From an optimization exercise on the open Yosys and OpenROAD flow, aimed at small area and a short achievable clock period; shortcuts taken in it are not production practice. Function was checked by simulation only, so behaviour that the tests miss may differ from the original. Power is estimated from default activity; no workload was simulated.

==> design.v <==
package rvTypes_pkg;
    typedef enum logic [6:0] {
        OP_R      = 7'b0110011,
        OP_IMM    = 7'b0010011,
        OP_LOAD   = 7'b0000011,
        OP_STORE  = 7'b0100011,
        OP_BRANCH = 7'b1100011,
        OP_JAL    = 7'b1101111,
        OP_JALR   = 7'b1100111,
        OP_LUI    = 7'b0110111
    } opcodeT;
    typedef enum logic [3:0] {
        ALU_ADD = 4'd0,
        ALU_SUB = 4'd1,
        ALU_AND = 4'd2,
        ALU_OR  = 4'd3,
        ALU_XOR = 4'd4,
        ALU_SLT = 4'd5,
        ALU_SLL = 4'd6,
        ALU_SRL = 4'd7
    } aluCtrlT;
    typedef enum logic [1:0] {
        BR_NONE = 2'b00,
        BR_COND = 2'b01,
        BR_JAL  = 2'b10,
        BR_JALR = 2'b11
    } branchT;
    typedef enum logic [1:0] {
        RES_ALU = 2'b00,
        RES_IMM = 2'b01,
        RES_PC4 = 2'b10,
        RES_MEM = 2'b11
    } resultSrcT;
    typedef enum logic [2:0] {
        IMM_I = 3'b000,
        IMM_S = 3'b001,
        IMM_B = 3'b010,
        IMM_J = 3'b011,
        IMM_U = 3'b100
    } immSrcT;
    typedef struct packed {
        logic [6:0] funct7;
        logic [4:0] rs2;
        logic [4:0] rs1;
        logic [2:0] funct3;
        logic [4:0] rd;
        logic [6:0] opcode;
    } rTypeT;
    typedef struct packed {
        logic [11:0] imm11_0;
        logic [4:0]  rs1;
        logic [2:0]  funct3;
        logic [4:0]  rd;
        logic [6:0]  opcode;
    } iTypeT;
    typedef struct packed {
        logic [6:0] imm11_5;
        logic [4:0] rs2;
        logic [4:0] rs1;
        logic [2:0] funct3;
        logic [4:0] imm4_0;
        logic [6:0] opcode;
    } sTypeT;
    typedef struct packed {
        logic       imm12;
        logic [5:0] imm10_5;
        logic [4:0] rs2;
        logic [4:0] rs1;
        logic [2:0] funct3;
        logic [3:0] imm4_1;
        logic       imm11;
        logic [6:0] opcode;
    } bTypeT;
    typedef struct packed {
        logic [19:0] imm31_12;
        logic [4:0]  rd;
        logic [6:0]  opcode;
    } uTypeT;
    typedef struct packed {
        logic       imm20;
        logic [9:0] imm10_1;
        logic       imm11;
        logic [7:0] imm19_12;
        logic [4:0] rd;
        logic [6:0] opcode;
    } jTypeT;
    typedef union packed {
        rTypeT r;
        iTypeT i;
        sTypeT s;
        bTypeT b;
        uTypeT u;
        jTypeT j;
    } instrT;
endpackage
`timescale 1ns/1ps
module gAoi22 (input logic a, b, c, d, output logic y);
    assign y = ~((a & b) | (c & d));
endmodule
module gNand2 (input logic a, b, output logic y);
    assign y = ~(a & b);
endmodule
module gNand4 (input logic a, b, c, d, output logic y);
    assign y = ~(a & b & c & d);
endmodule
module gNor2 (input logic a, b, output logic y);
    assign y = ~(a | b);
endmodule
module gInv (input logic a, output logic y);
    assign y = ~a;
endmodule
module gAoi21 (input logic a1, a2, b1, output logic y);
    assign y = ~((a1 & a2) | b1);
endmodule
module gOai21 (input logic a1, a2, b1, output logic y);
    assign y = ~((a1 | a2) & b1);
endmodule
module gXor2 (input logic a, b, output logic y);
    assign y = a ^ b;
endmodule
module gXnor2 (input logic a, b, output logic y);
    assign y = ~(a ^ b);
endmodule
module gAo22 (input logic a, b, c, d, output logic y);
    assign y = (a & b) | (c & d);
endmodule
`timescale 1ns/1ps
module alu (
    input  logic [32-1:0] a,
    input  logic [32-1:0] b,
    input  logic [2:0]       f3,
    input  logic             sub,
    output logic [32-1:0] result
);
    logic             doSub;
    logic [32-1:0] bx;
    logic [32-1:0] g0, p0;
    logic [32-1:0] sum;
    logic             lessThan;
    logic             left;
    logic [32-1:0] shIn;
    logic [32-1:0] shOut;
    logic [32-1:0] shRes;
    assign doSub = (f3 == 3'b010) | ((f3 == 3'b000) & sub);
    assign bx    = b ^ {32{doSub}};
    assign g0    = a & bx;
    assign p0    = a ^ bx;
    prefixAdd add_i (.g(g0), .p(p0), .ci(doSub), .s(sum));
    assign lessThan = (a[32-1] ^ b[32-1]) ? a[32-1] : sum[32-1];
    assign left = ~f3[2];
    bitRev  revIn_i  (.rev(left), .d(a), .q(shIn));
    assign shOut = shIn >> b[4:0];
    bitRev  revOut_i (.rev(left), .d(shOut), .q(shRes));
    always_comb begin
        case (f3)
            3'b001, 3'b101: result = shRes;
            3'b010:         result = {{(32-1){1'b0}}, lessThan};
            3'b100:         result = p0;           
            3'b110:         result = p0 | g0;      
            3'b111:         result = g0;           
            default:        result = sum;
        endcase
    end
endmodule
module bitRev (
    input  logic             rev,
    input  logic [32-1:0] d,
    output logic [32-1:0] q
);
    always_comb begin
        for (int i = 0; i < 32; i++) begin
            q[i] = rev ? d[32-1-i] : d[i];
        end
    end
endmodule
module prefixAdd (
    input  logic [32-1:0] g,
    input  logic [32-1:0] p,
    input  logic             ci,
    output logic [32-1:0] s
);
    logic [32-1:0] G, P;
    always_comb begin
        G = g;
        P = p;
        G[0] = g[0] | (p[0] & ci);
        for (int l = 0; l < 5; l++) begin
            for (int i = (2 << l) - 1; i < 32; i += (2 << l)) begin
                G[i] = G[i] | (P[i] & G[i - (1 << l)]);
                P[i] = P[i] & P[i - (1 << l)];
            end
        end
        for (int l = 3; l >= 0; l--) begin
            for (int i = (3 << l) - 1; i < 32; i += (2 << l)) begin
                G[i] = G[i] | (P[i] & G[i - (1 << l)]);
                P[i] = P[i] & P[i - (1 << l)];
            end
        end
        s = p ^ {G[32-2:0], ci};
    end
endmodule
`timescale 1ns/1ps
module regFile (
    input  logic                   clk,
    input  logic                   rstN,
    input  logic                   we,
    input  logic [5-1:0] ra1,
    input  logic [5-1:0] ra2,
    input  logic [5-1:0] wa,
    input  logic [32-1:0]       wd,
    output logic [32-1:0]       rd1,
    output logic [32-1:0]       rd2
);
    logic [32-1:1] vld;
    logic [32-1:0]      rdata [32-1:1];
    logic [32-1:1] sel1, sel2, wsel;
    genvar gi;
    generate
        for (gi = 1; gi < 32; gi++) begin : g_reg
            logic [32-1:0] q;
            assign wsel[gi] = we && (wa == gi);
            assign sel1[gi] = vld[gi] && (ra1 == gi);
            assign sel2[gi] = vld[gi] && (ra2 == gi);
            assign rdata[gi] = q;
            logic [32-1:0] d;
            logic             wselN;
            assign wselN = ~wsel[gi];
            for (genvar b = 0; b < 32; b++) begin : g_bit
                gAo22 u_hold (.a(wsel[gi]), .b(wd[b]), .c(wselN), .d(q[b]), .y(d[b]));
            end
            always_ff @(posedge clk) begin
                q <= d;
            end
            always_ff @(posedge clk or negedge rstN) begin
                if (!rstN) vld[gi] <= 1'b0;
                else if (wsel[gi]) vld[gi] <= 1'b1;
            end
        end
    endgenerate
    logic [32*(32-1)-1:0] flat;
    generate
        for (gi = 1; gi < 32; gi++) begin : g_flat
            assign flat[32*(gi-1) +: 32] = rdata[gi];
        end
    endgenerate
    rdMux rdMux1_i (.sel(sel1), .d(flat), .q(rd1));
    rdMux rdMux2_i (.sel(sel2), .d(flat), .q(rd2));
endmodule
module rdMux (
    input  logic [32-1:1]            sel,
    input  logic [32*(32-1)-1:0]  d,
    output logic [32-1:0]                 q
);
    genvar b, r;
    generate
        for (b = 0; b < 32; b++) begin : g_bit
            logic [32-1:1] col;
            for (r = 1; r < 32; r++) begin : g_col
                assign col[r] = d[32*(r-1) + b];
            end
            rdBit rdBit_i (.sel(sel), .d(col), .q(q[b]));
        end
    endgenerate
endmodule
module rdBit (
    input  logic [32-1:1] sel,
    input  logic [32-1:1] d,
    output logic                  q
);
    logic [3:0] grp;      
    rdGrp7 u_g0 (.sel(sel[7:1]),   .d(d[7:1]),   .y(grp[0]));
    rdGrp8 u_g1 (.sel(sel[15:8]),  .d(d[15:8]),  .y(grp[1]));
    rdGrp8 u_g2 (.sel(sel[23:16]), .d(d[23:16]), .y(grp[2]));
    rdGrp8 u_g3 (.sel(sel[31:24]), .d(d[31:24]), .y(grp[3]));
    rdOr4  u_or (.a(grp), .y(q));
endmodule
module rdGrp8 (
    input  logic [7:0] sel,
    input  logic [7:0] d,
    output logic       y
);
    assign y = |(sel & d);
endmodule
module rdGrp7 (
    input  logic [6:0] sel,
    input  logic [6:0] d,
    output logic       y
);
    assign y = |(sel & d);
endmodule
module rdOr4 (
    input  logic [3:0] a,
    output logic       y
);
    logic [1:0] n;
    gNor2  u_n0 (.a(a[0]), .b(a[1]), .y(n[0]));
    gNor2  u_n1 (.a(a[2]), .b(a[3]), .y(n[1]));
    gNand2 u_o  (.a(n[0]), .b(n[1]), .y(y));
endmodule
`timescale 1ns/1ps
module fastAdd (
    input  logic [31:0] a,
    input  logic [31:0] b,
    output logic [31:0] s
);
    logic g0_0, p0_0, x_0, g0_1, p0_1, x_1, g0_2, p0_2, x_2, g0_3, p0_3, x_3, g0_4, p0_4, x_4, g0_5, p0_5, x_5, g0_6, p0_6, x_6, g0_7, p0_7, x_7, g0_8, p0_8, x_8, g0_9, p0_9, x_9, g0_10, p0_10, x_10, g0_11, p0_11, x_11, g0_12, p0_12, x_12, g0_13, p0_13, x_13, g0_14, p0_14, x_14, g0_15, p0_15, x_15, g0_16, p0_16, x_16, g0_17, p0_17, x_17, g0_18, p0_18, x_18, g0_19, p0_19, x_19, g0_20, p0_20, x_20, g0_21, p0_21, x_21, g0_22, p0_22, x_22, g0_23, p0_23, x_23, g0_24, p0_24, x_24, g0_25, p0_25, x_25, g0_26, p0_26, x_26, g0_27, p0_27, x_27, g0_28, p0_28, x_28, g0_29, p0_29, x_29, g0_30, p0_30, x_30, g0_31, p0_31, x_31, g1_1, g1_2, p1_2, g1_3, p1_3, g1_4, p1_4, g1_5, p1_5, g1_6, p1_6, g1_7, p1_7, g1_8, p1_8, g1_9, p1_9, g1_10, p1_10, g1_11, p1_11, g1_12, p1_12, g1_13, p1_13, g1_14, p1_14, g1_15, p1_15, g1_16, p1_16, g1_17, p1_17, g1_18, p1_18, g1_19, p1_19, g1_20, p1_20, g1_21, p1_21, g1_22, p1_22, g1_23, p1_23, g1_24, p1_24, g1_25, p1_25, g1_26, p1_26, g1_27, p1_27, g1_28, p1_28, g1_29, p1_29, g1_30, p1_30, g1_31, p1_31, g0_0_n, g2_2, g2_3, g2_4, p2_4, g2_5, p2_5, g2_6, p2_6, g2_7, p2_7, g2_8, p2_8, g2_9, p2_9, g2_10, p2_10, g2_11, p2_11, g2_12, p2_12, g2_13, p2_13, g2_14, p2_14, g2_15, p2_15, g2_16, p2_16, g2_17, p2_17, g2_18, p2_18, g2_19, p2_19, g2_20, p2_20, g2_21, p2_21, g2_22, p2_22, g2_23, p2_23, g2_24, p2_24, g2_25, p2_25, g2_26, p2_26, g2_27, p2_27, g2_28, p2_28, g2_29, p2_29, g2_30, p2_30, g2_31, p2_31, g3_4, g1_1_n, g3_5, g3_6, g3_7, g3_8, p3_8, g3_9, p3_9, g3_10, p3_10, g3_11, p3_11, g3_12, p3_12, g3_13, p3_13, g3_14, p3_14, g3_15, p3_15, g3_16, p3_16, g3_17, p3_17, g3_18, p3_18, g3_19, p3_19, g3_20, p3_20, g3_21, p3_21, g3_22, p3_22, g3_23, p3_23, g3_24, p3_24, g3_25, p3_25, g3_26, p3_26, g3_27, p3_27, g3_28, p3_28, g3_29, p3_29, g3_30, p3_30, g3_31, p3_31, g4_8, g4_9, g2_2_n, g4_10, g2_3_n, g4_11, g4_12, g4_13, g4_14, g4_15, g4_16, p4_16, g4_17, p4_17, g4_18, p4_18, g4_19, p4_19, g4_20, p4_20, g4_21, p4_21, g4_22, p4_22, g4_23, p4_23, g4_24, p4_24, g4_25, p4_25, g4_26, p4_26, g4_27, p4_27, g4_28, p4_28, g4_29, p4_29, g4_30, p4_30, g4_31, p4_31, g5_16, g5_17, g5_18, g5_19, g3_4_n, g5_20, g3_5_n, g5_21, g3_6_n, g5_22, g3_7_n, g5_23, g5_24, g5_25, g5_26, g5_27, g5_28, g5_29, g5_30, g5_31;
    gNand2 u_g0_0 (.a(a[0]), .b(b[0]), .y(g0_0));
    gNor2  u_p0_0 (.a(a[0]), .b(b[0]), .y(p0_0));
    gXor2  u_x_0  (.a(a[0]), .b(b[0]), .y(x_0));
    gNand2 u_g0_1 (.a(a[1]), .b(b[1]), .y(g0_1));
    gNor2  u_p0_1 (.a(a[1]), .b(b[1]), .y(p0_1));
    gXor2  u_x_1  (.a(a[1]), .b(b[1]), .y(x_1));
    gNand2 u_g0_2 (.a(a[2]), .b(b[2]), .y(g0_2));
    gNor2  u_p0_2 (.a(a[2]), .b(b[2]), .y(p0_2));
    gXor2  u_x_2  (.a(a[2]), .b(b[2]), .y(x_2));
    gNand2 u_g0_3 (.a(a[3]), .b(b[3]), .y(g0_3));
    gNor2  u_p0_3 (.a(a[3]), .b(b[3]), .y(p0_3));
    gXor2  u_x_3  (.a(a[3]), .b(b[3]), .y(x_3));
    gNand2 u_g0_4 (.a(a[4]), .b(b[4]), .y(g0_4));
    gNor2  u_p0_4 (.a(a[4]), .b(b[4]), .y(p0_4));
    gXor2  u_x_4  (.a(a[4]), .b(b[4]), .y(x_4));
    gNand2 u_g0_5 (.a(a[5]), .b(b[5]), .y(g0_5));
    gNor2  u_p0_5 (.a(a[5]), .b(b[5]), .y(p0_5));
    gXor2  u_x_5  (.a(a[5]), .b(b[5]), .y(x_5));
    gNand2 u_g0_6 (.a(a[6]), .b(b[6]), .y(g0_6));
    gNor2  u_p0_6 (.a(a[6]), .b(b[6]), .y(p0_6));
    gXor2  u_x_6  (.a(a[6]), .b(b[6]), .y(x_6));
    gNand2 u_g0_7 (.a(a[7]), .b(b[7]), .y(g0_7));
    gNor2  u_p0_7 (.a(a[7]), .b(b[7]), .y(p0_7));
    gXor2  u_x_7  (.a(a[7]), .b(b[7]), .y(x_7));
    gNand2 u_g0_8 (.a(a[8]), .b(b[8]), .y(g0_8));
    gNor2  u_p0_8 (.a(a[8]), .b(b[8]), .y(p0_8));
    gXor2  u_x_8  (.a(a[8]), .b(b[8]), .y(x_8));
    gNand2 u_g0_9 (.a(a[9]), .b(b[9]), .y(g0_9));
    gNor2  u_p0_9 (.a(a[9]), .b(b[9]), .y(p0_9));
    gXor2  u_x_9  (.a(a[9]), .b(b[9]), .y(x_9));
    gNand2 u_g0_10 (.a(a[10]), .b(b[10]), .y(g0_10));
    gNor2  u_p0_10 (.a(a[10]), .b(b[10]), .y(p0_10));
    gXor2  u_x_10  (.a(a[10]), .b(b[10]), .y(x_10));
    gNand2 u_g0_11 (.a(a[11]), .b(b[11]), .y(g0_11));
    gNor2  u_p0_11 (.a(a[11]), .b(b[11]), .y(p0_11));
    gXor2  u_x_11  (.a(a[11]), .b(b[11]), .y(x_11));
    gNand2 u_g0_12 (.a(a[12]), .b(b[12]), .y(g0_12));
    gNor2  u_p0_12 (.a(a[12]), .b(b[12]), .y(p0_12));
    gXor2  u_x_12  (.a(a[12]), .b(b[12]), .y(x_12));
    gNand2 u_g0_13 (.a(a[13]), .b(b[13]), .y(g0_13));
    gNor2  u_p0_13 (.a(a[13]), .b(b[13]), .y(p0_13));
    gXor2  u_x_13  (.a(a[13]), .b(b[13]), .y(x_13));
    gNand2 u_g0_14 (.a(a[14]), .b(b[14]), .y(g0_14));
    gNor2  u_p0_14 (.a(a[14]), .b(b[14]), .y(p0_14));
    gXor2  u_x_14  (.a(a[14]), .b(b[14]), .y(x_14));
    gNand2 u_g0_15 (.a(a[15]), .b(b[15]), .y(g0_15));
    gNor2  u_p0_15 (.a(a[15]), .b(b[15]), .y(p0_15));
    gXor2  u_x_15  (.a(a[15]), .b(b[15]), .y(x_15));
    gNand2 u_g0_16 (.a(a[16]), .b(b[16]), .y(g0_16));
    gNor2  u_p0_16 (.a(a[16]), .b(b[16]), .y(p0_16));
    gXor2  u_x_16  (.a(a[16]), .b(b[16]), .y(x_16));
    gNand2 u_g0_17 (.a(a[17]), .b(b[17]), .y(g0_17));
    gNor2  u_p0_17 (.a(a[17]), .b(b[17]), .y(p0_17));
    gXor2  u_x_17  (.a(a[17]), .b(b[17]), .y(x_17));
    gNand2 u_g0_18 (.a(a[18]), .b(b[18]), .y(g0_18));
    gNor2  u_p0_18 (.a(a[18]), .b(b[18]), .y(p0_18));
    gXor2  u_x_18  (.a(a[18]), .b(b[18]), .y(x_18));
    gNand2 u_g0_19 (.a(a[19]), .b(b[19]), .y(g0_19));
    gNor2  u_p0_19 (.a(a[19]), .b(b[19]), .y(p0_19));
    gXor2  u_x_19  (.a(a[19]), .b(b[19]), .y(x_19));
    gNand2 u_g0_20 (.a(a[20]), .b(b[20]), .y(g0_20));
    gNor2  u_p0_20 (.a(a[20]), .b(b[20]), .y(p0_20));
    gXor2  u_x_20  (.a(a[20]), .b(b[20]), .y(x_20));
    gNand2 u_g0_21 (.a(a[21]), .b(b[21]), .y(g0_21));
    gNor2  u_p0_21 (.a(a[21]), .b(b[21]), .y(p0_21));
    gXor2  u_x_21  (.a(a[21]), .b(b[21]), .y(x_21));
    gNand2 u_g0_22 (.a(a[22]), .b(b[22]), .y(g0_22));
    gNor2  u_p0_22 (.a(a[22]), .b(b[22]), .y(p0_22));
    gXor2  u_x_22  (.a(a[22]), .b(b[22]), .y(x_22));
    gNand2 u_g0_23 (.a(a[23]), .b(b[23]), .y(g0_23));
    gNor2  u_p0_23 (.a(a[23]), .b(b[23]), .y(p0_23));
    gXor2  u_x_23  (.a(a[23]), .b(b[23]), .y(x_23));
    gNand2 u_g0_24 (.a(a[24]), .b(b[24]), .y(g0_24));
    gNor2  u_p0_24 (.a(a[24]), .b(b[24]), .y(p0_24));
    gXor2  u_x_24  (.a(a[24]), .b(b[24]), .y(x_24));
    gNand2 u_g0_25 (.a(a[25]), .b(b[25]), .y(g0_25));
    gNor2  u_p0_25 (.a(a[25]), .b(b[25]), .y(p0_25));
    gXor2  u_x_25  (.a(a[25]), .b(b[25]), .y(x_25));
    gNand2 u_g0_26 (.a(a[26]), .b(b[26]), .y(g0_26));
    gNor2  u_p0_26 (.a(a[26]), .b(b[26]), .y(p0_26));
    gXor2  u_x_26  (.a(a[26]), .b(b[26]), .y(x_26));
    gNand2 u_g0_27 (.a(a[27]), .b(b[27]), .y(g0_27));
    gNor2  u_p0_27 (.a(a[27]), .b(b[27]), .y(p0_27));
    gXor2  u_x_27  (.a(a[27]), .b(b[27]), .y(x_27));
    gNand2 u_g0_28 (.a(a[28]), .b(b[28]), .y(g0_28));
    gNor2  u_p0_28 (.a(a[28]), .b(b[28]), .y(p0_28));
    gXor2  u_x_28  (.a(a[28]), .b(b[28]), .y(x_28));
    gNand2 u_g0_29 (.a(a[29]), .b(b[29]), .y(g0_29));
    gNor2  u_p0_29 (.a(a[29]), .b(b[29]), .y(p0_29));
    gXor2  u_x_29  (.a(a[29]), .b(b[29]), .y(x_29));
    gNand2 u_g0_30 (.a(a[30]), .b(b[30]), .y(g0_30));
    gNor2  u_p0_30 (.a(a[30]), .b(b[30]), .y(p0_30));
    gXor2  u_x_30  (.a(a[30]), .b(b[30]), .y(x_30));
    gNand2 u_g0_31 (.a(a[31]), .b(b[31]), .y(g0_31));
    gNor2  u_p0_31 (.a(a[31]), .b(b[31]), .y(p0_31));
    gXor2  u_x_31  (.a(a[31]), .b(b[31]), .y(x_31));
    gOai21 u_g1_1 (.a1(p0_1), .a2(g0_0), .b1(g0_1), .y(g1_1));
    gOai21 u_g1_2 (.a1(p0_2), .a2(g0_1), .b1(g0_2), .y(g1_2));
    gNor2  u_p1_2 (.a(p0_2), .b(p0_1), .y(p1_2));
    gOai21 u_g1_3 (.a1(p0_3), .a2(g0_2), .b1(g0_3), .y(g1_3));
    gNor2  u_p1_3 (.a(p0_3), .b(p0_2), .y(p1_3));
    gOai21 u_g1_4 (.a1(p0_4), .a2(g0_3), .b1(g0_4), .y(g1_4));
    gNor2  u_p1_4 (.a(p0_4), .b(p0_3), .y(p1_4));
    gOai21 u_g1_5 (.a1(p0_5), .a2(g0_4), .b1(g0_5), .y(g1_5));
    gNor2  u_p1_5 (.a(p0_5), .b(p0_4), .y(p1_5));
    gOai21 u_g1_6 (.a1(p0_6), .a2(g0_5), .b1(g0_6), .y(g1_6));
    gNor2  u_p1_6 (.a(p0_6), .b(p0_5), .y(p1_6));
    gOai21 u_g1_7 (.a1(p0_7), .a2(g0_6), .b1(g0_7), .y(g1_7));
    gNor2  u_p1_7 (.a(p0_7), .b(p0_6), .y(p1_7));
    gOai21 u_g1_8 (.a1(p0_8), .a2(g0_7), .b1(g0_8), .y(g1_8));
    gNor2  u_p1_8 (.a(p0_8), .b(p0_7), .y(p1_8));
    gOai21 u_g1_9 (.a1(p0_9), .a2(g0_8), .b1(g0_9), .y(g1_9));
    gNor2  u_p1_9 (.a(p0_9), .b(p0_8), .y(p1_9));
    gOai21 u_g1_10 (.a1(p0_10), .a2(g0_9), .b1(g0_10), .y(g1_10));
    gNor2  u_p1_10 (.a(p0_10), .b(p0_9), .y(p1_10));
    gOai21 u_g1_11 (.a1(p0_11), .a2(g0_10), .b1(g0_11), .y(g1_11));
    gNor2  u_p1_11 (.a(p0_11), .b(p0_10), .y(p1_11));
    gOai21 u_g1_12 (.a1(p0_12), .a2(g0_11), .b1(g0_12), .y(g1_12));
    gNor2  u_p1_12 (.a(p0_12), .b(p0_11), .y(p1_12));
    gOai21 u_g1_13 (.a1(p0_13), .a2(g0_12), .b1(g0_13), .y(g1_13));
    gNor2  u_p1_13 (.a(p0_13), .b(p0_12), .y(p1_13));
    gOai21 u_g1_14 (.a1(p0_14), .a2(g0_13), .b1(g0_14), .y(g1_14));
    gNor2  u_p1_14 (.a(p0_14), .b(p0_13), .y(p1_14));
    gOai21 u_g1_15 (.a1(p0_15), .a2(g0_14), .b1(g0_15), .y(g1_15));
    gNor2  u_p1_15 (.a(p0_15), .b(p0_14), .y(p1_15));
    gOai21 u_g1_16 (.a1(p0_16), .a2(g0_15), .b1(g0_16), .y(g1_16));
    gNor2  u_p1_16 (.a(p0_16), .b(p0_15), .y(p1_16));
    gOai21 u_g1_17 (.a1(p0_17), .a2(g0_16), .b1(g0_17), .y(g1_17));
    gNor2  u_p1_17 (.a(p0_17), .b(p0_16), .y(p1_17));
    gOai21 u_g1_18 (.a1(p0_18), .a2(g0_17), .b1(g0_18), .y(g1_18));
    gNor2  u_p1_18 (.a(p0_18), .b(p0_17), .y(p1_18));
    gOai21 u_g1_19 (.a1(p0_19), .a2(g0_18), .b1(g0_19), .y(g1_19));
    gNor2  u_p1_19 (.a(p0_19), .b(p0_18), .y(p1_19));
    gOai21 u_g1_20 (.a1(p0_20), .a2(g0_19), .b1(g0_20), .y(g1_20));
    gNor2  u_p1_20 (.a(p0_20), .b(p0_19), .y(p1_20));
    gOai21 u_g1_21 (.a1(p0_21), .a2(g0_20), .b1(g0_21), .y(g1_21));
    gNor2  u_p1_21 (.a(p0_21), .b(p0_20), .y(p1_21));
    gOai21 u_g1_22 (.a1(p0_22), .a2(g0_21), .b1(g0_22), .y(g1_22));
    gNor2  u_p1_22 (.a(p0_22), .b(p0_21), .y(p1_22));
    gOai21 u_g1_23 (.a1(p0_23), .a2(g0_22), .b1(g0_23), .y(g1_23));
    gNor2  u_p1_23 (.a(p0_23), .b(p0_22), .y(p1_23));
    gOai21 u_g1_24 (.a1(p0_24), .a2(g0_23), .b1(g0_24), .y(g1_24));
    gNor2  u_p1_24 (.a(p0_24), .b(p0_23), .y(p1_24));
    gOai21 u_g1_25 (.a1(p0_25), .a2(g0_24), .b1(g0_25), .y(g1_25));
    gNor2  u_p1_25 (.a(p0_25), .b(p0_24), .y(p1_25));
    gOai21 u_g1_26 (.a1(p0_26), .a2(g0_25), .b1(g0_26), .y(g1_26));
    gNor2  u_p1_26 (.a(p0_26), .b(p0_25), .y(p1_26));
    gOai21 u_g1_27 (.a1(p0_27), .a2(g0_26), .b1(g0_27), .y(g1_27));
    gNor2  u_p1_27 (.a(p0_27), .b(p0_26), .y(p1_27));
    gOai21 u_g1_28 (.a1(p0_28), .a2(g0_27), .b1(g0_28), .y(g1_28));
    gNor2  u_p1_28 (.a(p0_28), .b(p0_27), .y(p1_28));
    gOai21 u_g1_29 (.a1(p0_29), .a2(g0_28), .b1(g0_29), .y(g1_29));
    gNor2  u_p1_29 (.a(p0_29), .b(p0_28), .y(p1_29));
    gOai21 u_g1_30 (.a1(p0_30), .a2(g0_29), .b1(g0_30), .y(g1_30));
    gNor2  u_p1_30 (.a(p0_30), .b(p0_29), .y(p1_30));
    gOai21 u_g1_31 (.a1(p0_31), .a2(g0_30), .b1(g0_31), .y(g1_31));
    gNor2  u_p1_31 (.a(p0_31), .b(p0_30), .y(p1_31));
    gInv   u_g0_0_n (.a(g0_0), .y(g0_0_n));
    gAoi21 u_g2_2 (.a1(p1_2), .a2(g0_0_n), .b1(g1_2), .y(g2_2));
    gAoi21 u_g2_3 (.a1(p1_3), .a2(g1_1), .b1(g1_3), .y(g2_3));
    gAoi21 u_g2_4 (.a1(p1_4), .a2(g1_2), .b1(g1_4), .y(g2_4));
    gNand2 u_p2_4 (.a(p1_4), .b(p1_2), .y(p2_4));
    gAoi21 u_g2_5 (.a1(p1_5), .a2(g1_3), .b1(g1_5), .y(g2_5));
    gNand2 u_p2_5 (.a(p1_5), .b(p1_3), .y(p2_5));
    gAoi21 u_g2_6 (.a1(p1_6), .a2(g1_4), .b1(g1_6), .y(g2_6));
    gNand2 u_p2_6 (.a(p1_6), .b(p1_4), .y(p2_6));
    gAoi21 u_g2_7 (.a1(p1_7), .a2(g1_5), .b1(g1_7), .y(g2_7));
    gNand2 u_p2_7 (.a(p1_7), .b(p1_5), .y(p2_7));
    gAoi21 u_g2_8 (.a1(p1_8), .a2(g1_6), .b1(g1_8), .y(g2_8));
    gNand2 u_p2_8 (.a(p1_8), .b(p1_6), .y(p2_8));
    gAoi21 u_g2_9 (.a1(p1_9), .a2(g1_7), .b1(g1_9), .y(g2_9));
    gNand2 u_p2_9 (.a(p1_9), .b(p1_7), .y(p2_9));
    gAoi21 u_g2_10 (.a1(p1_10), .a2(g1_8), .b1(g1_10), .y(g2_10));
    gNand2 u_p2_10 (.a(p1_10), .b(p1_8), .y(p2_10));
    gAoi21 u_g2_11 (.a1(p1_11), .a2(g1_9), .b1(g1_11), .y(g2_11));
    gNand2 u_p2_11 (.a(p1_11), .b(p1_9), .y(p2_11));
    gAoi21 u_g2_12 (.a1(p1_12), .a2(g1_10), .b1(g1_12), .y(g2_12));
    gNand2 u_p2_12 (.a(p1_12), .b(p1_10), .y(p2_12));
    gAoi21 u_g2_13 (.a1(p1_13), .a2(g1_11), .b1(g1_13), .y(g2_13));
    gNand2 u_p2_13 (.a(p1_13), .b(p1_11), .y(p2_13));
    gAoi21 u_g2_14 (.a1(p1_14), .a2(g1_12), .b1(g1_14), .y(g2_14));
    gNand2 u_p2_14 (.a(p1_14), .b(p1_12), .y(p2_14));
    gAoi21 u_g2_15 (.a1(p1_15), .a2(g1_13), .b1(g1_15), .y(g2_15));
    gNand2 u_p2_15 (.a(p1_15), .b(p1_13), .y(p2_15));
    gAoi21 u_g2_16 (.a1(p1_16), .a2(g1_14), .b1(g1_16), .y(g2_16));
    gNand2 u_p2_16 (.a(p1_16), .b(p1_14), .y(p2_16));
    gAoi21 u_g2_17 (.a1(p1_17), .a2(g1_15), .b1(g1_17), .y(g2_17));
    gNand2 u_p2_17 (.a(p1_17), .b(p1_15), .y(p2_17));
    gAoi21 u_g2_18 (.a1(p1_18), .a2(g1_16), .b1(g1_18), .y(g2_18));
    gNand2 u_p2_18 (.a(p1_18), .b(p1_16), .y(p2_18));
    gAoi21 u_g2_19 (.a1(p1_19), .a2(g1_17), .b1(g1_19), .y(g2_19));
    gNand2 u_p2_19 (.a(p1_19), .b(p1_17), .y(p2_19));
    gAoi21 u_g2_20 (.a1(p1_20), .a2(g1_18), .b1(g1_20), .y(g2_20));
    gNand2 u_p2_20 (.a(p1_20), .b(p1_18), .y(p2_20));
    gAoi21 u_g2_21 (.a1(p1_21), .a2(g1_19), .b1(g1_21), .y(g2_21));
    gNand2 u_p2_21 (.a(p1_21), .b(p1_19), .y(p2_21));
    gAoi21 u_g2_22 (.a1(p1_22), .a2(g1_20), .b1(g1_22), .y(g2_22));
    gNand2 u_p2_22 (.a(p1_22), .b(p1_20), .y(p2_22));
    gAoi21 u_g2_23 (.a1(p1_23), .a2(g1_21), .b1(g1_23), .y(g2_23));
    gNand2 u_p2_23 (.a(p1_23), .b(p1_21), .y(p2_23));
    gAoi21 u_g2_24 (.a1(p1_24), .a2(g1_22), .b1(g1_24), .y(g2_24));
    gNand2 u_p2_24 (.a(p1_24), .b(p1_22), .y(p2_24));
    gAoi21 u_g2_25 (.a1(p1_25), .a2(g1_23), .b1(g1_25), .y(g2_25));
    gNand2 u_p2_25 (.a(p1_25), .b(p1_23), .y(p2_25));
    gAoi21 u_g2_26 (.a1(p1_26), .a2(g1_24), .b1(g1_26), .y(g2_26));
    gNand2 u_p2_26 (.a(p1_26), .b(p1_24), .y(p2_26));
    gAoi21 u_g2_27 (.a1(p1_27), .a2(g1_25), .b1(g1_27), .y(g2_27));
    gNand2 u_p2_27 (.a(p1_27), .b(p1_25), .y(p2_27));
    gAoi21 u_g2_28 (.a1(p1_28), .a2(g1_26), .b1(g1_28), .y(g2_28));
    gNand2 u_p2_28 (.a(p1_28), .b(p1_26), .y(p2_28));
    gAoi21 u_g2_29 (.a1(p1_29), .a2(g1_27), .b1(g1_29), .y(g2_29));
    gNand2 u_p2_29 (.a(p1_29), .b(p1_27), .y(p2_29));
    gAoi21 u_g2_30 (.a1(p1_30), .a2(g1_28), .b1(g1_30), .y(g2_30));
    gNand2 u_p2_30 (.a(p1_30), .b(p1_28), .y(p2_30));
    gAoi21 u_g2_31 (.a1(p1_31), .a2(g1_29), .b1(g1_31), .y(g2_31));
    gNand2 u_p2_31 (.a(p1_31), .b(p1_29), .y(p2_31));
    gOai21 u_g3_4 (.a1(p2_4), .a2(g0_0), .b1(g2_4), .y(g3_4));
    gInv   u_g1_1_n (.a(g1_1), .y(g1_1_n));
    gOai21 u_g3_5 (.a1(p2_5), .a2(g1_1_n), .b1(g2_5), .y(g3_5));
    gOai21 u_g3_6 (.a1(p2_6), .a2(g2_2), .b1(g2_6), .y(g3_6));
    gOai21 u_g3_7 (.a1(p2_7), .a2(g2_3), .b1(g2_7), .y(g3_7));
    gOai21 u_g3_8 (.a1(p2_8), .a2(g2_4), .b1(g2_8), .y(g3_8));
    gNor2  u_p3_8 (.a(p2_8), .b(p2_4), .y(p3_8));
    gOai21 u_g3_9 (.a1(p2_9), .a2(g2_5), .b1(g2_9), .y(g3_9));
    gNor2  u_p3_9 (.a(p2_9), .b(p2_5), .y(p3_9));
    gOai21 u_g3_10 (.a1(p2_10), .a2(g2_6), .b1(g2_10), .y(g3_10));
    gNor2  u_p3_10 (.a(p2_10), .b(p2_6), .y(p3_10));
    gOai21 u_g3_11 (.a1(p2_11), .a2(g2_7), .b1(g2_11), .y(g3_11));
    gNor2  u_p3_11 (.a(p2_11), .b(p2_7), .y(p3_11));
    gOai21 u_g3_12 (.a1(p2_12), .a2(g2_8), .b1(g2_12), .y(g3_12));
    gNor2  u_p3_12 (.a(p2_12), .b(p2_8), .y(p3_12));
    gOai21 u_g3_13 (.a1(p2_13), .a2(g2_9), .b1(g2_13), .y(g3_13));
    gNor2  u_p3_13 (.a(p2_13), .b(p2_9), .y(p3_13));
    gOai21 u_g3_14 (.a1(p2_14), .a2(g2_10), .b1(g2_14), .y(g3_14));
    gNor2  u_p3_14 (.a(p2_14), .b(p2_10), .y(p3_14));
    gOai21 u_g3_15 (.a1(p2_15), .a2(g2_11), .b1(g2_15), .y(g3_15));
    gNor2  u_p3_15 (.a(p2_15), .b(p2_11), .y(p3_15));
    gOai21 u_g3_16 (.a1(p2_16), .a2(g2_12), .b1(g2_16), .y(g3_16));
    gNor2  u_p3_16 (.a(p2_16), .b(p2_12), .y(p3_16));
    gOai21 u_g3_17 (.a1(p2_17), .a2(g2_13), .b1(g2_17), .y(g3_17));
    gNor2  u_p3_17 (.a(p2_17), .b(p2_13), .y(p3_17));
    gOai21 u_g3_18 (.a1(p2_18), .a2(g2_14), .b1(g2_18), .y(g3_18));
    gNor2  u_p3_18 (.a(p2_18), .b(p2_14), .y(p3_18));
    gOai21 u_g3_19 (.a1(p2_19), .a2(g2_15), .b1(g2_19), .y(g3_19));
    gNor2  u_p3_19 (.a(p2_19), .b(p2_15), .y(p3_19));
    gOai21 u_g3_20 (.a1(p2_20), .a2(g2_16), .b1(g2_20), .y(g3_20));
    gNor2  u_p3_20 (.a(p2_20), .b(p2_16), .y(p3_20));
    gOai21 u_g3_21 (.a1(p2_21), .a2(g2_17), .b1(g2_21), .y(g3_21));
    gNor2  u_p3_21 (.a(p2_21), .b(p2_17), .y(p3_21));
    gOai21 u_g3_22 (.a1(p2_22), .a2(g2_18), .b1(g2_22), .y(g3_22));
    gNor2  u_p3_22 (.a(p2_22), .b(p2_18), .y(p3_22));
    gOai21 u_g3_23 (.a1(p2_23), .a2(g2_19), .b1(g2_23), .y(g3_23));
    gNor2  u_p3_23 (.a(p2_23), .b(p2_19), .y(p3_23));
    gOai21 u_g3_24 (.a1(p2_24), .a2(g2_20), .b1(g2_24), .y(g3_24));
    gNor2  u_p3_24 (.a(p2_24), .b(p2_20), .y(p3_24));
    gOai21 u_g3_25 (.a1(p2_25), .a2(g2_21), .b1(g2_25), .y(g3_25));
    gNor2  u_p3_25 (.a(p2_25), .b(p2_21), .y(p3_25));
    gOai21 u_g3_26 (.a1(p2_26), .a2(g2_22), .b1(g2_26), .y(g3_26));
    gNor2  u_p3_26 (.a(p2_26), .b(p2_22), .y(p3_26));
    gOai21 u_g3_27 (.a1(p2_27), .a2(g2_23), .b1(g2_27), .y(g3_27));
    gNor2  u_p3_27 (.a(p2_27), .b(p2_23), .y(p3_27));
    gOai21 u_g3_28 (.a1(p2_28), .a2(g2_24), .b1(g2_28), .y(g3_28));
    gNor2  u_p3_28 (.a(p2_28), .b(p2_24), .y(p3_28));
    gOai21 u_g3_29 (.a1(p2_29), .a2(g2_25), .b1(g2_29), .y(g3_29));
    gNor2  u_p3_29 (.a(p2_29), .b(p2_25), .y(p3_29));
    gOai21 u_g3_30 (.a1(p2_30), .a2(g2_26), .b1(g2_30), .y(g3_30));
    gNor2  u_p3_30 (.a(p2_30), .b(p2_26), .y(p3_30));
    gOai21 u_g3_31 (.a1(p2_31), .a2(g2_27), .b1(g2_31), .y(g3_31));
    gNor2  u_p3_31 (.a(p2_31), .b(p2_27), .y(p3_31));
    gAoi21 u_g4_8 (.a1(p3_8), .a2(g0_0_n), .b1(g3_8), .y(g4_8));
    gAoi21 u_g4_9 (.a1(p3_9), .a2(g1_1), .b1(g3_9), .y(g4_9));
    gInv   u_g2_2_n (.a(g2_2), .y(g2_2_n));
    gAoi21 u_g4_10 (.a1(p3_10), .a2(g2_2_n), .b1(g3_10), .y(g4_10));
    gInv   u_g2_3_n (.a(g2_3), .y(g2_3_n));
    gAoi21 u_g4_11 (.a1(p3_11), .a2(g2_3_n), .b1(g3_11), .y(g4_11));
    gAoi21 u_g4_12 (.a1(p3_12), .a2(g3_4), .b1(g3_12), .y(g4_12));
    gAoi21 u_g4_13 (.a1(p3_13), .a2(g3_5), .b1(g3_13), .y(g4_13));
    gAoi21 u_g4_14 (.a1(p3_14), .a2(g3_6), .b1(g3_14), .y(g4_14));
    gAoi21 u_g4_15 (.a1(p3_15), .a2(g3_7), .b1(g3_15), .y(g4_15));
    gAoi21 u_g4_16 (.a1(p3_16), .a2(g3_8), .b1(g3_16), .y(g4_16));
    gNand2 u_p4_16 (.a(p3_16), .b(p3_8), .y(p4_16));
    gAoi21 u_g4_17 (.a1(p3_17), .a2(g3_9), .b1(g3_17), .y(g4_17));
    gNand2 u_p4_17 (.a(p3_17), .b(p3_9), .y(p4_17));
    gAoi21 u_g4_18 (.a1(p3_18), .a2(g3_10), .b1(g3_18), .y(g4_18));
    gNand2 u_p4_18 (.a(p3_18), .b(p3_10), .y(p4_18));
    gAoi21 u_g4_19 (.a1(p3_19), .a2(g3_11), .b1(g3_19), .y(g4_19));
    gNand2 u_p4_19 (.a(p3_19), .b(p3_11), .y(p4_19));
    gAoi21 u_g4_20 (.a1(p3_20), .a2(g3_12), .b1(g3_20), .y(g4_20));
    gNand2 u_p4_20 (.a(p3_20), .b(p3_12), .y(p4_20));
    gAoi21 u_g4_21 (.a1(p3_21), .a2(g3_13), .b1(g3_21), .y(g4_21));
    gNand2 u_p4_21 (.a(p3_21), .b(p3_13), .y(p4_21));
    gAoi21 u_g4_22 (.a1(p3_22), .a2(g3_14), .b1(g3_22), .y(g4_22));
    gNand2 u_p4_22 (.a(p3_22), .b(p3_14), .y(p4_22));
    gAoi21 u_g4_23 (.a1(p3_23), .a2(g3_15), .b1(g3_23), .y(g4_23));
    gNand2 u_p4_23 (.a(p3_23), .b(p3_15), .y(p4_23));
    gAoi21 u_g4_24 (.a1(p3_24), .a2(g3_16), .b1(g3_24), .y(g4_24));
    gNand2 u_p4_24 (.a(p3_24), .b(p3_16), .y(p4_24));
    gAoi21 u_g4_25 (.a1(p3_25), .a2(g3_17), .b1(g3_25), .y(g4_25));
    gNand2 u_p4_25 (.a(p3_25), .b(p3_17), .y(p4_25));
    gAoi21 u_g4_26 (.a1(p3_26), .a2(g3_18), .b1(g3_26), .y(g4_26));
    gNand2 u_p4_26 (.a(p3_26), .b(p3_18), .y(p4_26));
    gAoi21 u_g4_27 (.a1(p3_27), .a2(g3_19), .b1(g3_27), .y(g4_27));
    gNand2 u_p4_27 (.a(p3_27), .b(p3_19), .y(p4_27));
    gAoi21 u_g4_28 (.a1(p3_28), .a2(g3_20), .b1(g3_28), .y(g4_28));
    gNand2 u_p4_28 (.a(p3_28), .b(p3_20), .y(p4_28));
    gAoi21 u_g4_29 (.a1(p3_29), .a2(g3_21), .b1(g3_29), .y(g4_29));
    gNand2 u_p4_29 (.a(p3_29), .b(p3_21), .y(p4_29));
    gAoi21 u_g4_30 (.a1(p3_30), .a2(g3_22), .b1(g3_30), .y(g4_30));
    gNand2 u_p4_30 (.a(p3_30), .b(p3_22), .y(p4_30));
    gAoi21 u_g4_31 (.a1(p3_31), .a2(g3_23), .b1(g3_31), .y(g4_31));
    gNand2 u_p4_31 (.a(p3_31), .b(p3_23), .y(p4_31));
    gOai21 u_g5_16 (.a1(p4_16), .a2(g0_0), .b1(g4_16), .y(g5_16));
    gOai21 u_g5_17 (.a1(p4_17), .a2(g1_1_n), .b1(g4_17), .y(g5_17));
    gOai21 u_g5_18 (.a1(p4_18), .a2(g2_2), .b1(g4_18), .y(g5_18));
    gOai21 u_g5_19 (.a1(p4_19), .a2(g2_3), .b1(g4_19), .y(g5_19));
    gInv   u_g3_4_n (.a(g3_4), .y(g3_4_n));
    gOai21 u_g5_20 (.a1(p4_20), .a2(g3_4_n), .b1(g4_20), .y(g5_20));
    gInv   u_g3_5_n (.a(g3_5), .y(g3_5_n));
    gOai21 u_g5_21 (.a1(p4_21), .a2(g3_5_n), .b1(g4_21), .y(g5_21));
    gInv   u_g3_6_n (.a(g3_6), .y(g3_6_n));
    gOai21 u_g5_22 (.a1(p4_22), .a2(g3_6_n), .b1(g4_22), .y(g5_22));
    gInv   u_g3_7_n (.a(g3_7), .y(g3_7_n));
    gOai21 u_g5_23 (.a1(p4_23), .a2(g3_7_n), .b1(g4_23), .y(g5_23));
    gOai21 u_g5_24 (.a1(p4_24), .a2(g4_8), .b1(g4_24), .y(g5_24));
    gOai21 u_g5_25 (.a1(p4_25), .a2(g4_9), .b1(g4_25), .y(g5_25));
    gOai21 u_g5_26 (.a1(p4_26), .a2(g4_10), .b1(g4_26), .y(g5_26));
    gOai21 u_g5_27 (.a1(p4_27), .a2(g4_11), .b1(g4_27), .y(g5_27));
    gOai21 u_g5_28 (.a1(p4_28), .a2(g4_12), .b1(g4_28), .y(g5_28));
    gOai21 u_g5_29 (.a1(p4_29), .a2(g4_13), .b1(g4_29), .y(g5_29));
    gOai21 u_g5_30 (.a1(p4_30), .a2(g4_14), .b1(g4_30), .y(g5_30));
    gOai21 u_g5_31 (.a1(p4_31), .a2(g4_15), .b1(g4_31), .y(g5_31));
    assign s[0] = x_0;
    gXnor2 u_s_1 (.a(x_1), .b(g0_0), .y(s[1]));
    gXor2  u_s_2 (.a(x_2), .b(g1_1), .y(s[2]));
    gXnor2 u_s_3 (.a(x_3), .b(g2_2), .y(s[3]));
    gXnor2 u_s_4 (.a(x_4), .b(g2_3), .y(s[4]));
    gXor2  u_s_5 (.a(x_5), .b(g3_4), .y(s[5]));
    gXor2  u_s_6 (.a(x_6), .b(g3_5), .y(s[6]));
    gXor2  u_s_7 (.a(x_7), .b(g3_6), .y(s[7]));
    gXor2  u_s_8 (.a(x_8), .b(g3_7), .y(s[8]));
    gXnor2 u_s_9 (.a(x_9), .b(g4_8), .y(s[9]));
    gXnor2 u_s_10 (.a(x_10), .b(g4_9), .y(s[10]));
    gXnor2 u_s_11 (.a(x_11), .b(g4_10), .y(s[11]));
    gXnor2 u_s_12 (.a(x_12), .b(g4_11), .y(s[12]));
    gXnor2 u_s_13 (.a(x_13), .b(g4_12), .y(s[13]));
    gXnor2 u_s_14 (.a(x_14), .b(g4_13), .y(s[14]));
    gXnor2 u_s_15 (.a(x_15), .b(g4_14), .y(s[15]));
    gXnor2 u_s_16 (.a(x_16), .b(g4_15), .y(s[16]));
    gXor2  u_s_17 (.a(x_17), .b(g5_16), .y(s[17]));
    gXor2  u_s_18 (.a(x_18), .b(g5_17), .y(s[18]));
    gXor2  u_s_19 (.a(x_19), .b(g5_18), .y(s[19]));
    gXor2  u_s_20 (.a(x_20), .b(g5_19), .y(s[20]));
    gXor2  u_s_21 (.a(x_21), .b(g5_20), .y(s[21]));
    gXor2  u_s_22 (.a(x_22), .b(g5_21), .y(s[22]));
    gXor2  u_s_23 (.a(x_23), .b(g5_22), .y(s[23]));
    gXor2  u_s_24 (.a(x_24), .b(g5_23), .y(s[24]));
    gXor2  u_s_25 (.a(x_25), .b(g5_24), .y(s[25]));
    gXor2  u_s_26 (.a(x_26), .b(g5_25), .y(s[26]));
    gXor2  u_s_27 (.a(x_27), .b(g5_26), .y(s[27]));
    gXor2  u_s_28 (.a(x_28), .b(g5_27), .y(s[28]));
    gXor2  u_s_29 (.a(x_29), .b(g5_28), .y(s[29]));
    gXor2  u_s_30 (.a(x_30), .b(g5_29), .y(s[30]));
    gXor2  u_s_31 (.a(x_31), .b(g5_30), .y(s[31]));
endmodule
`timescale 1ns/1ps
module execStage (
    input  logic               clk,
    input  logic               rstN,
    input  logic [32-1:0]   instr,
    input  logic [32-1:0]   pc,
    input  logic               instrValid,
    input  logic [32-1:0]   readData,       
    output logic [32-1:0]   memAddr,
    output logic [32-1:0]   memWriteData,
    output logic               memWrite,
    output logic [32-1:0]   pcNext
);
    logic [6:0]       op;
    logic [2:0]       f3;
    logic             isOp, isOpImm, isLoad, isStore, isBranch, isJal, isJalr, isLui;
    logic             regWrite;
    logic [32-1:0] rs1Data;
    logic [32-1:0] rs2Data;
    logic [32-1:0] immI, immU, immB, immJ;
    logic [32-1:0] addrImm;
    logic [32-1:0] addrSum;
    logic [32-1:0] brImm;
    logic [32-1:0] pcTarget;
    logic [32-1:0] pcPlus4;
    logic             taken;
    logic [32-1:0] aluResult;
    logic [32-1:0] result;
    assign op = instr[6:0];
    assign f3 = instr[14:12];
    assign isOp     = (op == 7'b0110011);
    assign isOpImm  = (op == 7'b0010011);
    assign isLoad   = (op == 7'b0000011);
    assign isStore  = (op == 7'b0100011);
    assign isBranch = (op == 7'b1100011);
    assign isJal    = (op == 7'b1101111);
    assign isJalr   = (op == 7'b1100111);
    assign isLui    = (op == 7'b0110111);
    assign regWrite = isOp | isOpImm | isLoad | isJal | isJalr | isLui;
    assign immI = {{20{instr[31]}}, instr[31:20]};
    assign immU = {instr[31:12], 12'b0};
    assign immB = {{20{instr[31]}}, instr[7], instr[30:25], instr[11:8], 1'b0};
    assign immJ = {{12{instr[31]}}, instr[19:12], instr[20], instr[30:21], 1'b0};
    regFile regFile_i (
        .clk  (clk),
        .rstN (rstN),
        .we   (instrValid & regWrite),
        .ra1  (instr[19:15]),
        .ra2  (instr[24:20]),
        .wa   (instr[11:7]),
        .wd   (result),
        .rd1  (rs1Data),
        .rd2  (rs2Data)
    );
    assign addrImm = {immI[32-1:5], (op[5] & ~op[6]) ? instr[11:7] : instr[24:20]};
    fastAdd addrAdd_i (.a(rs1Data), .b(addrImm), .s(addrSum));
    assign brImm    = op[3] ? immJ : immB;
    prefixAdd tgtAdd_i (.g(pc & brImm), .p(pc ^ brImm), .ci(1'b0), .s(pcTarget));
    assign pcPlus4  = pc + 4;
    assign taken = isJal | (isBranch & ((rs1Data == rs2Data) ^ f3[0]));
    always_comb begin
        if (isJalr)     pcNext = {addrSum[32-1:1], 1'b0};
        else if (taken) pcNext = pcTarget;
        else            pcNext = pcPlus4;
    end
    alu alu_i (
        .a      (rs1Data),
        .b      (op[5] ? rs2Data : immI),
        .f3     (f3),
        .sub    (op[5] & instr[30]),
        .result (aluResult)
    );
    always_comb begin
        if (op[2])      result = op[6] ? pcPlus4 : immU;      
        else if (op[4]) result = aluResult;                    
        else            result = readData;                     
    end
    assign memAddr      = addrSum;
    assign memWriteData = rs2Data;
    assign memWrite     = instrValid & isStore;
endmodule
==> run.sh <==
#!/bin/bash
# synth_recipe.tcl (not shown) runs the flow's synth.tcl, then flattens the netlist and writes it again
# the make line also repeats each setting of config.mk as NAME=value (left out here)
make -C /OpenROAD-flow-scripts/flow DESIGN_CONFIG=/design/flow/config.mk WORK_HOME=/design/flow/orfs CLKGATE_MAP_FILE= SYNTH_SCRIPT=/design/flow/synth_recipe.tcl finish
==> config.mk <==
export PLATFORM = sky130hd
export DESIGN_NAME = execStage
export DESIGN_NICKNAME = execStage
export VERILOG_FILES = /design/flow/design.v
export SDC_FILE = /design/flow/constraint.sdc
export NUM_CORES = 4
export LEC_CHECK = 0
export CAP_MARGIN = 20
export CORE_MARGIN = 2
export CORE_UTILIZATION = 50
export PLACE_DENSITY = 0.6
export SETUP_SLACK_MARGIN = 5
export SLEW_MARGIN = 20
export SYNTH_HIERARCHICAL = 1
export TNS_END_PERCENT = 0
==> constraint.sdc <==
create_clock -name core_clock -period 13.5 [get_ports {clk}]
set_input_delay 2.7000 -clock core_clock [delete_from_list [all_inputs] [get_ports {clk}]]
set_output_delay 2.7000 -clock core_clock [all_outputs]
set_load 0.01 [all_outputs]
==> impl_results.rst <==
.. list-table::
   :header-rows: 1

   * - Metric
     - Value
   * - Power per Cell Area
     - 106 nW/um^2
   * - IO buf count
     - 195
   * - Detailed router's first-iteration violation count
     - 11900
   * - Netlist Area Pre-Place
     - 52900 um^2
   * - Number of optimization iterations in the first detailed-route pass
     - 13
   * - CTS H-tree depth
     - 3
   * - Highest clock frequency the design can meet
     - 100 MHz
   * - Synthesis-stage register bit count
     - 1023
   * - Arrival time of data at the critical path endpoint
     - 7.25 ns
   * - Placed instance count
     - 7003
   * - Number of warning messages in the yosys log
     - 12
   * - Total Negative Setup Slacks
     - 0 ns
   * - Slack of the critical path
     - 3.55 ns
   * - Cell-by-cell trace of the critical path
     - buf_12 > buf_12 > nor3b_4 > buf_6 > and3_4 > buf_12 > a22oi_2 > nand4_1 > nor2_4 > nand2_4 > xor2_4 > nor4_4 > nand4_1 > or4_4 > o211a_4 > buf_4 > o221a_1 > buf_2
   * - Number of design rule violations left after detail routing
     - 0
   * - Via count
     - 58900
   * - Classification of the worst setup path
     - primary input to primary output
   * - Starting utilization of the core area
     - 50.3%
   * - Total GRT Usage
     - 52.3%
   * - Via count of the first global-routing pass
     - 52400
   * - Total number of nets in the final design
     - 6210
   * - Routed length per placed instance
     - 40.1 um
   * - Relative slew slack
     - 15.1%
   * - Aggregate global routing overflow
     - 0
   * - Final setup violation count
     - 0
   * - Crit Reg-Reg Startpoint
     - regFile_i.vld[26]
   * - GP Congestion
     - 1.09
   * - Worst-path clk slew
     - 0.06 ns
   * - Largest fanout on the critical path
     - 8
   * - Initial antenna violation count
     - 15
   * - Max-slew violation count
     - 0
   * - Most used cell along the critical path
     - sky130_fd_sc_hd__buf_12
   * - Clock skew
     - 0.102 ns
   * - Worst setup slack before clock tree synthesis
     - 1.35 ns
   * - Root buffer cell
     - sky130_fd_sc_hd__clkbuf_16
   * - Share of final-layout standard cells stronger than drive strength 1
     - 21.7%
   * - WP buf/inv
     - 6
   * - Outcome
     - timing/DRC/antenna clean
   * - Sort of element at the start of the critical path
     - primary input
   * - Register area share after synthesis
     - 39.0%
   * - Clk buf depth
     - 3
   * - Share of the synthesized area in the top cell type
     - 37.5%
   * - Worst-margin pin slew
     - 1.27 ns
   * - Number of routed nets with antenna violations
     - 0
   * - Number of vias per cell after detailed routing
     - 7.89
   * - Number of distinct library cells after synthesis
     - 80
   * - Maximum Capacitance Violations
     - 0
   * - Launch point of the critical path
     - instr[22]
   * - Asr flop ratio synth
     - 3.03%
   * - Sinks on the clock net
     - 1023
   * - Standby leakage power
     - 26.4 nW
   * - Cell types with the largest area share after synthesis
     - sky130_fd_sc_hd__dfxtp_1 (38%), sky130_fd_sc_hd__a22o_1 (16%), sky130_fd_sc_hd__a22oi_1 (13%)
   * - Library cell occupying the most area in the post-synthesis netlist
     - sky130_fd_sc_hd__dfxtp_1
   * - Area Growth Syn to Fin
     - 26.5%
   * - Site row count
     - 119
   * - Kind of cell adding the most delay to the critical path
     - simple AND/OR/NAND/NOR gates
   * - Class of the tightest hold or removal check
     - register to register
   * - Width of the die
     - 329 um
   * - Clock latency of the later-clocked register in the worst-skew pair
     - 0.74 ns
   * - Post-synth EDFFs
     - 0
   * - Hold wc startpoint
     - regFile_i.g_reg[13].q[10]
   * - Period utilization
     - 73.7%
   * - Placeable core region
     - 105000 um^2
   * - Crit-path max cell delay
     - 0.62 ns
   * - Hold Vio Cnt, Final
     - 0
   * - Max VDD drop
     - 0.139 mV
   * - Number of clock buffers inserted by TritonCTS
     - 103
   * - Nature of the critical path endpoint
     - primary output
   * - Final critical path time including I/O delays and setup
     - 9.95 ns
   * - Top library cells by usage in the layout, fill and taps aside
     - sky130_fd_sc_hd__a22o_1 (996), sky130_fd_sc_hd__dfxtp_1 (992), sky130_fd_sc_hd__a22oi_1 (882)
   * - Final cell count without fillers
     - 7471
   * - Boundary Pins
     - 196
   * - Crit path required time
     - 10.80 ns
   * - TritonCTS clock tree
     - built
   * - Pin count of the biggest net entering global routing
     - 62
   * - Slowest stage cell, crit path
     - sky130_fd_sc_hd__or4_4
   * - Global-route wire length before repair
     - 408000 um
   * - Setup repair after global routing missed its margin
     - yes
   * - DPL Wire Length
     - 176000 um
   * - Most common library cell in the layout ignoring fill and taps
     - sky130_fd_sc_hd__a22o_1
   * - DRT Wirelength
     - 300000 um
   * - Gate Count Post-Synth
     - 5370
   * - Die Footprint
     - 108000 um^2
   * - Final Power
     - 7.06 mW
   * - Overall die height
     - 329 um
   * - Most frequently used flop master after synthesis
     - sky130_fd_sc_hd__dfxtp_1
   * - Avg Cell Area, Syn
     - 9.85 um^2
worst reg2reg max path, delay by kind of cell (launching register included):
kind,cells,cell delay [ns]
AOI/OAI and AO/OA,10,2.36
adders and majority gates,5,1.14
muxes,3,0.80
and+or+nand+nor,7,2.19
xor gates and xnor gates,2,0.29
DFF,1,0.53
buffers and inverters,2,0.44
per-module statistics from Yosys (local to each module, per instance), a selection:
module,flops+latches,cell area [um^2]
alu,0,4440
bitRev,0,544
execStage,0,3480
fastAdd,0,7.51
gAo22,0,8.76
gAoi21,0,8.76
gInv,0,3.75
gNand2,0,3.75
gOai21,0,5.00
gXnor2,0,8.76
gXor2,0,8.76
prefixAdd,0,774
rdGrp7,0,30.0
rdGrp8,0,36.3
regFile,1023,22100
area by class of cell:
type | instances | area [um^2]
Timing Repair Buffer | 580 | 5970
Antenna cell | 13 | 32.5
Tap cell | 1391 | 1740
Sequential cell | 1023 | 20600
Multi-Input combinational cell | 4169 | 34500
Clock inverter | 39 | 588
Clock buffer | 152 | 3020
Inverter | 104 | 392
Fill cell | 8699 | 38200
path summary, 6_finish.rpt:
path                       slack [ns]                         to  cells after the start
max in group asynchronous       10.65          regFile_i.vld[18]                      2
min                              0.49  regFile_i.g_reg[13].q[10]                      1
min reg2reg                      0.49  regFile_i.g_reg[13].q[10]                      1
max                              3.55                 pcNext[14]                     18
max reg2reg                      5.67   regFile_i.g_reg[25].q[0]                     29
min in group asynchronous        2.38           regFile_i.vld[2]                      2
where the power goes:
group          leakage [nW]  internal, mW  switching (mW)
clock network          1.77          1.75            1.32
logic                  16.2         0.279           0.545
registers              8.44          3.09          0.0726
cells by family after synthesis:
kind of cell               after synthesis  synth area share (%)
muxes                                  186                  4.69
adders and majority gates              131                  3.09
DFF                                   1023                  39.0
buffers and inverters                  223                  2.00
AOI/OAI and AO/OA                     2438                  36.9
other                                    1               0.00709
and+or+nand+nor                       1183                  11.3
xor gates and xnor gates               185                  3.06
layer usage:
metal,GRT usage [%],vias up,part of all wire [%]
met5,1.13,-,0.061
met2,69.2,5666,38
met4,37.4,22,9.5
met3,25.8,1466,18
li1,-,23300,-
met1,65.1,28400,35
sequential cells by signal, summed over array words and instances, names as in the netlist:
register       count
regFile_i.g.q    992
regFile_i.vld     31
cells in the mapped netlist, types with 13 or more instances:
master / n
sky130_fd_sc_hd__mux4_2: 21
sky130_fd_sc_hd__o22ai_1: 32
sky130_fd_sc_hd__dfrtp_1: 31
sky130_fd_sc_hd__buf_2: 22
sky130_fd_sc_hd__o221a_1: 25
sky130_fd_sc_hd__nand2_1: 255
sky130_fd_sc_hd__a21oi_1: 75
sky130_fd_sc_hd__a22o_1: 996
sky130_fd_sc_hd__nand2b_1: 13
sky130_fd_sc_hd__nor2b_1: 73
sky130_fd_sc_hd__and3_1: 74
sky130_fd_sc_hd__inv_1: 102
sky130_fd_sc_hd__or3_1: 48
sky130_fd_sc_hd__mux2_2: 45
sky130_fd_sc_hd__nor3_1: 18
sky130_fd_sc_hd__mux2_4: 60
sky130_fd_sc_hd__o221ai_1: 19
sky130_fd_sc_hd__dfxtp_1: 992
sky130_fd_sc_hd__a21o_1: 49
sky130_fd_sc_hd__ha_1: 130
sky130_fd_sc_hd__a211oi_1: 40
sky130_fd_sc_hd__a21oi_2: 52
sky130_fd_sc_hd__mux2i_1: 60
sky130_fd_sc_hd__a22oi_1: 907
sky130_fd_sc_hd__xnor2_1: 58
sky130_fd_sc_hd__xor2_1: 127
sky130_fd_sc_hd__o21bai_1: 25
sky130_fd_sc_hd__nand4_1: 207
sky130_fd_sc_hd__nor4_1: 13
sky130_fd_sc_hd__clkbuf_1: 65
sky130_fd_sc_hd__o21ai_1: 76
sky130_fd_sc_hd__a222oi_1: 66
sky130_fd_sc_hd__nor2_1: 324
sky130_fd_sc_hd__o21ai_0: 30
sky130_fd_sc_hd__nand3_1: 97
sky130_fd_sc_hd__buf_1: 13
through the flow:
step / area, um^2 / hold WS, ns / util [%]
after floorplan: 53100 / 0.442 / -
after global placement: 57800 / 0.461 / 55.0
after detailed placement: 57900 / 0.467 / 55.1
final: 66900 / 0.494 / 63.6
after global routing: 66900 / 0.511 / 63.6
after CTS: 66200 / 0.497 / 62.9
timing repair:
item / 4_1_cts / 5_1_grt
cloned: 57 / 4
gates resized for setup: 795 / 74
hold buffers: 0 / 0
endpoints found under the setup margin: 1088 / 842
pin swaps: 232 / 73
setup buffers: 170 / 30

==> static timing again, ports no longer ideal <==
No port has a modelled driver above. Below, the same layout with a new extraction and two added sets of constraints.
Step 1, drivers: a clkbuf_16 drives clk and a buf_2 each remaining input, both assumed.
Step 2, shift: input delay + t, output delay - t, t = (earliest + latest rising clock arrival at the registers) / 2. This alone moves slack from input paths to output paths.
Slacks: ideal ports / drivers / drivers and shift; pairs: ideal ports / drivers.
shift t [ns]: 0.770
setup slack, ns: 3.549 / 3.487 / 2.948
worst hold slack (ns): 0.494 / 0.494 / 0.494
worst setup path after step 2: input to register
pins driven straight from the clock port: 1
After both steps setup and hold are still met in this run. The setup slack of this run moves by -0.062 ns with the drivers and by -0.601 ns with both steps.
